From an optimization exercise on the open Yosys and OpenROAD flow, aimed at small area; shortcuts taken in it are not production practice.
In this exercise RTL edits were held to simulation tests only and were not proved equivalent to the original.
Power figures rest on the tool's default switching activity, not on a simulated workload.

==> flow/design.v (excerpt) <==
module core_frontend_top #(
  parameter core_pkg::xlen_t RESET_PC = 32'hFFFF_FF00
) (
  input  logic                clock_in,
  input  logic                arst_n,
  input  logic                halt_in,
  input  core_pkg::xlen_t     ins_data,
  input  logic                wb_enable,
  input  core_pkg::reg_addr_t wb_addr,
  input  core_pkg::xlen_t     wb_data,
  output core_pkg::xlen_t     ins_mem_addr,
  output logic                issue_valid,
  output core_pkg::unit_sel_t unit_sel,
  output core_pkg::uop_t      uop,
  output core_pkg::xlen_t     operand_a,
  output core_pkg::xlen_t     operand_b,
  output core_pkg::xlen_t     imm_value,
  output core_pkg::xlen_t     issue_pc,
  output core_pkg::reg_addr_t rd_addr,
  output logic                invalid_ins
);
clock: 5.0 ns
lec_check: 0
cap_margin: 20
core_margin: 2
core_utilization: 55
cts_buf_list: sky130_fd_sc_hd__clkbuf_8
cts_cluster_diameter: 60
cts_cluster_size: 15
place_density: 0.65
setup_slack_margin: 0.15
slew_margin: 20
synth_hierarchical: 1
synth_minimum_keep_size: 0
standard.sh (not shown) runs the stock make flow with config.mk's settings and CLKGATE_MAP_FILE= SYNTH_SCRIPT=/design/flow/synth_recipe.tcl, a recipe that flattens the netlist after the stock synthesis.
==> flow/flow/run.sh <==
#!/bin/bash
# Standard layout, with plain buf_1 cells as the port buffers (the standard flow picks a delay
# cell) and a clock tree built without dummy loads; every step's output goes to
# standard_flow.log and ORFS's own logs.
set -o pipefail
export BUFFER_PORTS_ARGS="-buffer_cell sky130_fd_sc_hd__buf_1"
export CTS_ARGS="-sink_clustering_enable -repair_clock_nets -sink_clustering_size 15 -sink_clustering_max_diameter 60 -buf_list sky130_fd_sc_hd__clkbuf_8 -dont_use_dummy_load"
bash standard.sh > standard_flow.log 2>&1
The baseline produced a clean layout.
==> next run, changes <==
--- a/flow/flow/run.sh
+++ b/flow/flow/run.sh
@@ -6,3 +6,3 @@
 export BUFFER_PORTS_ARGS="-buffer_cell sky130_fd_sc_hd__buf_1"
-export CTS_ARGS="-sink_clustering_enable -repair_clock_nets -sink_clustering_size 15 -sink_clustering_max_diameter 60 -buf_list sky130_fd_sc_hd__clkbuf_8 -dont_use_dummy_load"
+export CTS_ARGS="-sink_clustering_enable -repair_clock_nets -sink_clustering_size 16 -sink_clustering_max_diameter 60 -buf_list sky130_fd_sc_hd__clkbuf_8 -dont_use_dummy_load"
 bash standard.sh > standard_flow.log 2>&1
Settings changed: CAP_MARGIN 20 to 15, CORE_UTILIZATION 55 to 45, CTS_CLUSTER_SIZE 15 to 16, PLACE_DENSITY 0.65 to 0.55, SLEW_MARGIN 20 to 15.
=> The new run finished with timing, DRC and antenna clean. Design area climbs by 0.88%. Die area climbs by 22%. Global-route usage went down by 3.2 points. Sequential power is about the same. Synthesized area stays the same.
==> next run, changes <==
==> flow/flow/run.sh (replaced) <==
#!/bin/bash
# Standard layout, with plain buf_1 cells as the port buffers (the standard flow picks a delay
# cell); every step's output goes to standard_flow.log and ORFS's own logs.
set -o pipefail
export BUFFER_PORTS_ARGS="-buffer_cell sky130_fd_sc_hd__buf_1"
bash standard.sh > standard_flow.log 2>&1
Settings changed: CAP_MARGIN 15 to 20, CTS_CLUSTER_SIZE 16 to 15, SLEW_MARGIN 15 to 20.
Clock skew shrinks by 0.028 ns.
Area after synthesis is unchanged.
Critical path depth is higher by 1.
Hold slack loses 0.029 ns.
Global-route usage hardly moves.
==> next run, changes <==
==> flow/flow/run.sh (replaced) <==
#!/bin/bash
# Standard layout, with plain buf_1 cells as the port buffers (the standard flow picks a delay
# cell) and a clock tree built without dummy loads; every step's output goes to
# standard_flow.log and ORFS's own logs.
set -o pipefail
export BUFFER_PORTS_ARGS="-buffer_cell sky130_fd_sc_hd__buf_1"
export CTS_ARGS="-sink_clustering_enable -repair_clock_nets -sink_clustering_size 16 -sink_clustering_max_diameter 60 -buf_list sky130_fd_sc_hd__clkbuf_8 -dont_use_dummy_load"
bash standard.sh > standard_flow.log 2>&1
Settings changed: CAP_MARGIN 20 to 15, CORE_UTILIZATION 45 to 55, CTS_CLUSTER_SIZE 15 to 16, PLACE_DENSITY 0.55 to 0.65, SLEW_MARGIN 20 to 15.
Effect:
- The new run went through all stages and came out clean
- critical path depth stays the same
- utilization climbs by 10 points
- routed wire length is lower by about 10%
- worst setup slack gets worse by 0.032 ns
- sequential share of layout area went up by 1.5 points
- cell area is lower by 2.3%
- first-iteration DRC count goes up by about 3%
- via count falls by 0.90%
- hold slack gains 0.063 ns

[port drivers added, routing unchanged]
How much do the figures lean on ideal ports? The routed layouts below were timed once more, with nothing changed but the port constraints.
Step 1 (the two cells are an assumption about what drives the block):
set clk [get_ports {clock_in}]
set_driving_cell -lib_cell sky130_fd_sc_hd__clkbuf_16 $clk
set_driving_cell -lib_cell sky130_fd_sc_hd__buf_2 [delete_from_list [all_inputs] $clk]
Step 2 also shifts input and output timing later by t, the mid clock arrival at the registers, as if the neighbouring blocks saw the same clock.
Three values: ideal ports, drivers, drivers and shift; two values: the first two.
run	t, ns	setup WS [ns]	worst hold slack (ns)	worst slew at a driven data input, ns
the first run	0.763	0.101 / 0.035 / 0.798	0.300 / 0.286 / 0.300	0.13
the second run	0.834	0.091 / 0.015 / 0.849	0.284 / 0.236 / 0.293	0.08
the third run	0.871	0.119 / 0.044 / 0.916	0.256 / 0.211 / 0.326	0.08
the fourth run	0.786	0.086 / 0.022 / 0.808	0.319 / 0.294 / 0.319	0.12
After both steps setup and hold are still met in every run listed.
